From an optimization exercise on the open Yosys and OpenROAD flow, aimed at small area; shortcuts taken in it are not production practice.
In this exercise RTL edits were held to simulation tests only and were not proved equivalent to the original.

==> job 9866: inputs <==
Design triangle_assembler, start of the top module:
module triangle_assembler #(
    parameter int DEPTH     = 4,
    parameter int AF_MARGIN = 2
) (
    input  logic                clk_i,
    input  logic                rst_ni,
    input  logic                data_in_i,
    input  logic [11:0]         triangle_index_in_i,
    input  logic signed [17:0]  u_i,
    input  logic signed [17:0]  v_i,
    input  logic signed [17:0]  n_i,
    input  logic                clear_status_i,
    output logic                tri_valid_o,
    input  logic                tri_ready_i,
    output logic [11:0]         tri_index_o,
    output logic [2:0][17:0]    tri_u_o,
    output logic [2:0][17:0]    tri_v_o,
    output logic [2:0][17:0]    tri_n_o,
    output logic [9:0]          bbox_min_x_o,
    output logic [9:0]          bbox_max_x_o,
    output logic [9:0]          bbox_min_y_o,
    output logic [9:0]          bbox_max_y_o,
    output logic                almost_full_o,
    output logic                seq_error_o,
    output logic                overflow_o,
    output logic [15:0]         culled_count_o
);
    localparam int COORD_W = 18;
    localparam int INDEX_W = 12;
    localparam int BBOX_W  = 10;
    localparam int SVTX_W  = 3 * COORD_W - 1;           
    localparam int PKT_W   = INDEX_W + 3 * SVTX_W;      
    localparam int CNT_W = $clog2(DEPTH) + 1;
    localparam logic [CNT_W-1:0] AF_LEVEL = CNT_W'(DEPTH - AF_MARGIN);
    function automatic logic above(input logic [COORD_W-1:0] c, input logic [BBOX_W-1:0] hi);
        above = !c[COORD_W-1] && ((c[COORD_W-2:BBOX_W] != '0) || (c[BBOX_W-1:0] > hi));
    endfunction
    function automatic logic [2*BBOX_W-1:0] bbox3(
        input logic [COORD_W-1:0] c0, c1, c2, input logic [BBOX_W-1:0] hi);
        logic [2:0] neg, big;
        logic [BBOX_W-1:0] a, b, c, mn, mx;
        logic lt01, lt02, lt12, n0, n1, n2, x0, x1, x2, mn_neg, mx_big;
        neg = {c2[COORD_W-1], c1[COORD_W-1], c0[COORD_W-1]};
        big = {above(c2, hi), above(c1, hi), above(c0, hi)};
        a = c0[BBOX_W-1:0];
        b = c1[BBOX_W-1:0];
  ...
==> module triangle_fifo, before the edit <==
module triangle_fifo #(
    parameter int DEPTH = 4,
    parameter int WIDTH = 171
) (
    input  logic                     clk_i,
    input  logic                     rst_ni,
    input  logic                     push_i,
    input  logic [WIDTH-1:0]         data_i,
    input  logic                     pop_i,
    output logic [WIDTH-1:0]         data_o,
    output logic                     full_o,
    output logic                     empty_o,
    output logic [$clog2(DEPTH):0]   count_o
);
    localparam int PTR_W  = $clog2(DEPTH);
    localparam int RING_N = DEPTH - 1;
    localparam logic [PTR_W:0] FULL_COUNT = (PTR_W + 1)'(DEPTH);
    logic [WIDTH-1:0]   head_q;
    logic [WIDTH-1:0]   ring_q [RING_N];
    logic [PTR_W-1:0]   wr_ptr_q, rd_ptr_q;
    logic [PTR_W:0]     count_q;
    logic               do_push, do_pop;
    logic               head_from_in, head_en, ring_wr;
    logic [WIDTH-1:0]   head_d;
    assign do_pop  = pop_i && (count_q != '0);
    assign do_push = push_i && ((count_q != FULL_COUNT) || do_pop);
    assign head_from_in = (count_q[PTR_W:1] == '0);
    assign head_en      = pop_i || (count_q == '0);
    assign ring_wr      = do_push && !((count_q == '0) || ((count_q == (PTR_W + 1)'(1)) && do_pop));
    logic [WIDTH-1:0] head_t0, head_t1;
    logic             sel_hold, sel_in;
    logic [RING_N-1:0] sel_ring;
    assign sel_hold = !head_en;
    assign sel_in   = head_en && head_from_in;
    for (genvar gi = 0; gi < RING_N; gi++) begin : g_sel
        assign sel_ring[gi] = head_en && !head_from_in && (rd_ptr_q == PTR_W'(gi));
    end
    assign head_t0 = ~(({WIDTH{sel_hold}} & head_q) | ({WIDTH{sel_in}} & data_i) |
                       ({WIDTH{sel_ring[0]}} & ring_q[0]));
    assign head_t1 = ~(({WIDTH{sel_ring[1]}} & ring_q[1]) | ({WIDTH{sel_ring[2]}} & ring_q[2]));
    assign head_d  = ~(head_t0 & head_t1);
    always_ff @(posedge clk_i) begin
        head_q <= head_d;
        for (int i = 0; i < RING_N; i++) begin
            if (ring_wr && (wr_ptr_q == PTR_W'(i))) begin
                ring_q[i] <= data_i;
            end
        end
    end
    always_ff @(posedge clk_i or negedge rst_ni) begin
        if (!rst_ni) begin
            wr_ptr_q <= '0;
            rd_ptr_q <= '0;
            count_q  <= '0;
        end else begin
            if (ring_wr) begin
                wr_ptr_q <= (wr_ptr_q == PTR_W'(RING_N - 1)) ? '0 : wr_ptr_q + 1'b1;
            end
            if (do_pop && !head_from_in) begin
                rd_ptr_q <= (rd_ptr_q == PTR_W'(RING_N - 1)) ? '0 : rd_ptr_q + 1'b1;
            end
            case ({do_push, do_pop})
                2'b10:   count_q <= count_q + 1'b1;
                2'b01:   count_q <= count_q - 1'b1;
                default: count_q <= count_q;
            endcase
        end
    end
    assign data_o  = head_q;
    assign full_o  = (count_q == FULL_COUNT);
    assign empty_o = (count_q == '0);
    assign count_o = count_q;
endmodule
clock: 6.0 ns
lec_check: 0
cap_margin: 20
core_margin: 2
core_utilization: 45
slew_margin: 20
standard.sh (not shown) runs the stock make flow with config.mk's settings and CLKGATE_MAP_FILE= SYNTH_SCRIPT=/design/flow/synth_recipe.tcl, a recipe that flattens the netlist after the stock synthesis.
==> flow/flow/run.sh <==
#!/bin/bash
# Standard ORFS layout (the standard.sh, standard synthesis unchanged) with
# two area settings: port buffers of the smallest buffer cell, and a clock tree
# without dummy balancing loads. Each tool's output goes to its own log here.
set -euo pipefail
export BUFFER_PORTS_ARGS="-buffer_cell sky130_fd_sc_hd__buf_1"
export CTS_ARGS="-sink_clustering_enable -repair_clock_nets -dont_use_dummy_load -sink_clustering_size 24 -sink_clustering_max_diameter 60"
bash standard.sh > flow_orfs.log 2>&1
==> job 6012: changes against job 9866 <==
--- a/flow/design.v
+++ b/flow/design.v
@@ -12,53 +12,33 @@
     output logic                     empty_o,
     output logic [$clog2(DEPTH):0]   count_o
 );
-    localparam int PTR_W  = $clog2(DEPTH);
-    localparam int RING_N = DEPTH - 1;
+    localparam int PTR_W = $clog2(DEPTH);
     localparam logic [PTR_W:0] FULL_COUNT = (PTR_W + 1)'(DEPTH);
-    logic [WIDTH-1:0]   head_q;
-    logic [WIDTH-1:0]   ring_q [RING_N];
-    logic [PTR_W-1:0]   wr_ptr_q, rd_ptr_q;
+    logic [WIDTH-1:0]   mem_q [DEPTH];
+    logic [PTR_W-1:0]   wr_ptr_q;
+    logic [PTR_W-1:0]   rd_ptr_q;
     logic [PTR_W:0]     count_q;
-    logic               do_push, do_pop;
-    logic               head_from_in, head_en, ring_wr;
-    logic [WIDTH-1:0]   head_d;
+    logic               do_push;
+    logic               do_pop;
     assign do_pop  = pop_i && (count_q != '0);
     assign do_push = push_i && ((count_q != FULL_COUNT) || do_pop);
-    assign head_from_in = (count_q[PTR_W:1] == '0);
-    assign head_en      = pop_i || (count_q == '0);
-    assign ring_wr      = do_push && !((count_q == '0) || ((count_q == (PTR_W + 1)'(1)) && do_pop));
-    logic [WIDTH-1:0] head_t0, head_t1;
-    logic             sel_hold, sel_in;
-    logic [RING_N-1:0] sel_ring;
-    assign sel_hold = !head_en;
-    assign sel_in   = head_en && head_from_in;
-    for (genvar gi = 0; gi < RING_N; gi++) begin : g_sel
-        assign sel_ring[gi] = head_en && !head_from_in && (rd_ptr_q == PTR_W'(gi));
-    end
-    assign head_t0 = ~(({WIDTH{sel_hold}} & head_q) | ({WIDTH{sel_in}} & data_i) |
-                       ({WIDTH{sel_ring[0]}} & ring_q[0]));
-    assign head_t1 = ~(({WIDTH{sel_ring[1]}} & ring_q[1]) | ({WIDTH{sel_ring[2]}} & ring_q[2]));
-    assign head_d  = ~(head_t0 & head_t1);
-    always_ff @(posedge clk_i) begin
-        head_q <= head_d;
-        for (int i = 0; i < RING_N; i++) begin
-            if (ring_wr && (wr_ptr_q == PTR_W'(i))) begin
-                ring_q[i] <= data_i;
+    always_ff @(posedge clk_i) begin
+        for (int i = 0; i < DEPTH; i++) begin
+            if (do_push && (wr_ptr_q == PTR_W'(i))) begin
+                mem_q[i] <= data_i;
             end
         end
     end
+    assign wr_ptr_q = rd_ptr_q + count_q[PTR_W-1:0];
+    always_ff @(posedge clk_i) begin
+        if (do_pop) begin
+            rd_ptr_q <= rd_ptr_q + 1'b1;
+        end
+    end
     always_ff @(posedge clk_i or negedge rst_ni) begin
         if (!rst_ni) begin
-            wr_ptr_q <= '0;
-            rd_ptr_q <= '0;
-            count_q  <= '0;
+            count_q <= '0;
         end else begin
-            if (ring_wr) begin
-                wr_ptr_q <= (wr_ptr_q == PTR_W'(RING_N - 1)) ? '0 : wr_ptr_q + 1'b1;
-            end
-            if (do_pop && !head_from_in) begin
-                rd_ptr_q <= (rd_ptr_q == PTR_W'(RING_N - 1)) ? '0 : rd_ptr_q + 1'b1;
-            end
             case ({do_push, do_pop})
                 2'b10:   count_q <= count_q + 1'b1;
                 2'b01:   count_q <= count_q - 1'b1;
@@ -66,7 +46,12 @@
             endcase
         end
     end
-    assign data_o  = head_q;
+    always_comb begin
+        data_o = '0;
+        for (int i = 0; i < DEPTH; i++) begin
+            data_o = data_o | ({WIDTH{rd_ptr_q == PTR_W'(i)}} & mem_q[i]);
+        end
+    end
     assign full_o  = (count_q == FULL_COUNT);
     assign empty_o = (count_q == '0);
     assign count_o = count_q;
==> flow/run.sh (new file) <==
#!/bin/bash
# synth_recipe.tcl (not shown) runs the flow's synth.tcl, then flattens the netlist and writes it again
# the make line also repeats each setting of config.mk as NAME=value (left out here)
make -C /OpenROAD-flow-scripts/flow DESIGN_CONFIG=/design/flow/config.mk WORK_HOME=/design/flow/orfs CLKGATE_MAP_FILE= SYNTH_SCRIPT=/design/flow/synth_recipe.tcl finish
--- a/flow/config.mk
+++ b/flow/config.mk
@@ -8,4 +8,6 @@
 export CAP_MARGIN = 20
 export CORE_MARGIN = 2
 export CORE_UTILIZATION = 45
+export CTS_BUF_LIST = sky130_fd_sc_hd__clkbuf_4
+export CTS_CLUSTER_SIZE = 20
 export SLEW_MARGIN = 20
removed: flow/flow/run.sh
removed: flow/standard.sh
==> job 6500: changes against job 9866 <==
--- a/flow/design.v
+++ b/flow/design.v
@@ -12,53 +12,33 @@
     output logic                     empty_o,
     output logic [$clog2(DEPTH):0]   count_o
 );
-    localparam int PTR_W  = $clog2(DEPTH);
-    localparam int RING_N = DEPTH - 1;
+    localparam int PTR_W = $clog2(DEPTH);
     localparam logic [PTR_W:0] FULL_COUNT = (PTR_W + 1)'(DEPTH);
-    logic [WIDTH-1:0]   head_q;
-    logic [WIDTH-1:0]   ring_q [RING_N];
-    logic [PTR_W-1:0]   wr_ptr_q, rd_ptr_q;
+    logic [WIDTH-1:0]   mem_q [DEPTH];
+    logic [PTR_W-1:0]   wr_ptr_q;
+    logic [PTR_W-1:0]   rd_ptr_q;
     logic [PTR_W:0]     count_q;
-    logic               do_push, do_pop;
-    logic               head_from_in, head_en, ring_wr;
-    logic [WIDTH-1:0]   head_d;
+    logic               do_push;
+    logic               do_pop;
     assign do_pop  = pop_i && (count_q != '0);
     assign do_push = push_i && ((count_q != FULL_COUNT) || do_pop);
-    assign head_from_in = (count_q[PTR_W:1] == '0);
-    assign head_en      = pop_i || (count_q == '0);
-    assign ring_wr      = do_push && !((count_q == '0) || ((count_q == (PTR_W + 1)'(1)) && do_pop));
-    logic [WIDTH-1:0] head_t0, head_t1;
-    logic             sel_hold, sel_in;
-    logic [RING_N-1:0] sel_ring;
-    assign sel_hold = !head_en;
-    assign sel_in   = head_en && head_from_in;
-    for (genvar gi = 0; gi < RING_N; gi++) begin : g_sel
-        assign sel_ring[gi] = head_en && !head_from_in && (rd_ptr_q == PTR_W'(gi));
-    end
-    assign head_t0 = ~(({WIDTH{sel_hold}} & head_q) | ({WIDTH{sel_in}} & data_i) |
-                       ({WIDTH{sel_ring[0]}} & ring_q[0]));
-    assign head_t1 = ~(({WIDTH{sel_ring[1]}} & ring_q[1]) | ({WIDTH{sel_ring[2]}} & ring_q[2]));
-    assign head_d  = ~(head_t0 & head_t1);
-    always_ff @(posedge clk_i) begin
-        head_q <= head_d;
-        for (int i = 0; i < RING_N; i++) begin
-            if (ring_wr && (wr_ptr_q == PTR_W'(i))) begin
-                ring_q[i] <= data_i;
+    always_ff @(posedge clk_i) begin
+        for (int i = 0; i < DEPTH; i++) begin
+            if (do_push && (wr_ptr_q == PTR_W'(i))) begin
+                mem_q[i] <= data_i;
             end
         end
     end
+    assign wr_ptr_q = rd_ptr_q + count_q[PTR_W-1:0];
+    always_ff @(posedge clk_i) begin
+        if (do_pop) begin
+            rd_ptr_q <= rd_ptr_q + 1'b1;
+        end
+    end
     always_ff @(posedge clk_i or negedge rst_ni) begin
         if (!rst_ni) begin
-            wr_ptr_q <= '0;
-            rd_ptr_q <= '0;
-            count_q  <= '0;
+            count_q <= '0;
         end else begin
-            if (ring_wr) begin
-                wr_ptr_q <= (wr_ptr_q == PTR_W'(RING_N - 1)) ? '0 : wr_ptr_q + 1'b1;
-            end
-            if (do_pop && !head_from_in) begin
-                rd_ptr_q <= (rd_ptr_q == PTR_W'(RING_N - 1)) ? '0 : rd_ptr_q + 1'b1;
-            end
             case ({do_push, do_pop})
                 2'b10:   count_q <= count_q + 1'b1;
                 2'b01:   count_q <= count_q - 1'b1;
@@ -66,7 +46,12 @@
             endcase
         end
     end
-    assign data_o  = head_q;
+    always_comb begin
+        data_o = '0;
+        for (int i = 0; i < DEPTH; i++) begin
+            data_o = data_o | ({WIDTH{rd_ptr_q == PTR_W'(i)}} & mem_q[i]);
+        end
+    end
     assign full_o  = (count_q == FULL_COUNT);
     assign empty_o = (count_q == '0);
     assign count_o = count_q;
==> flow/run.sh (new file) <==
#!/bin/bash
# synth_recipe.tcl (not shown) runs the flow's synth.tcl, then flattens the netlist and writes it again
# the make line also repeats each setting of config.mk as NAME=value (left out here)
make -C /OpenROAD-flow-scripts/flow DESIGN_CONFIG=/design/flow/config.mk WORK_HOME=/design/flow/orfs CLKGATE_MAP_FILE= SYNTH_SCRIPT=/design/flow/synth_recipe.tcl finish
removed: flow/flow/run.sh
removed: flow/standard.sh
==> summary.txt <==
run status=complete, but fails checks; sequential cells=951; final worst slack=-0.0951 ns; GRT met3 Usage=0.0637; SO Viols=negative setup slack; dpl hpwl=56400 um; final setup fails=26
-- figures above: job 6012

==> summary.txt <==
run status=finished clean; sequential cells=951; dpl hpwl=56400 um; final worst slack=0.0800 ns
-- figures above: job 6500

==> summary.txt <==
final worst slack=0.694 ns; run status=finished clean; GRT met3 Usage=0.0370; sequential cells=953; dpl hpwl=49100 um
-- figures above: job 9866

[afterwards: timing with drivers on the ports]
The flow's constraints put no driver on any port. The routed layouts listed below were extracted and timed again, unchanged, in two steps.
Step 1: set_driving_cell puts a clkbuf_16 on clk_i and a buf_2 on each other input, an assumption about the parent block.
Step 2 also shifts input and output timing later by t, the mid clock arrival at the registers, as if the neighbouring blocks saw the same clock.
Slacks: ideal / step 1 / step 2; pairs: ideal / step 1.
run | shift t [ns] | setup slack, ns | worst setup path at the end | cell pins on the clock port's net
job 9866 | 0.669 | 0.694 / 0.632 / 1.301 | register to output | 1
job 6012 | 1.111 | -0.095 / -0.161 / 0.949 | register to output | 1
job 6500 | 0.705 | 0.080 / 0.015 / 0.720 | register to output | 1
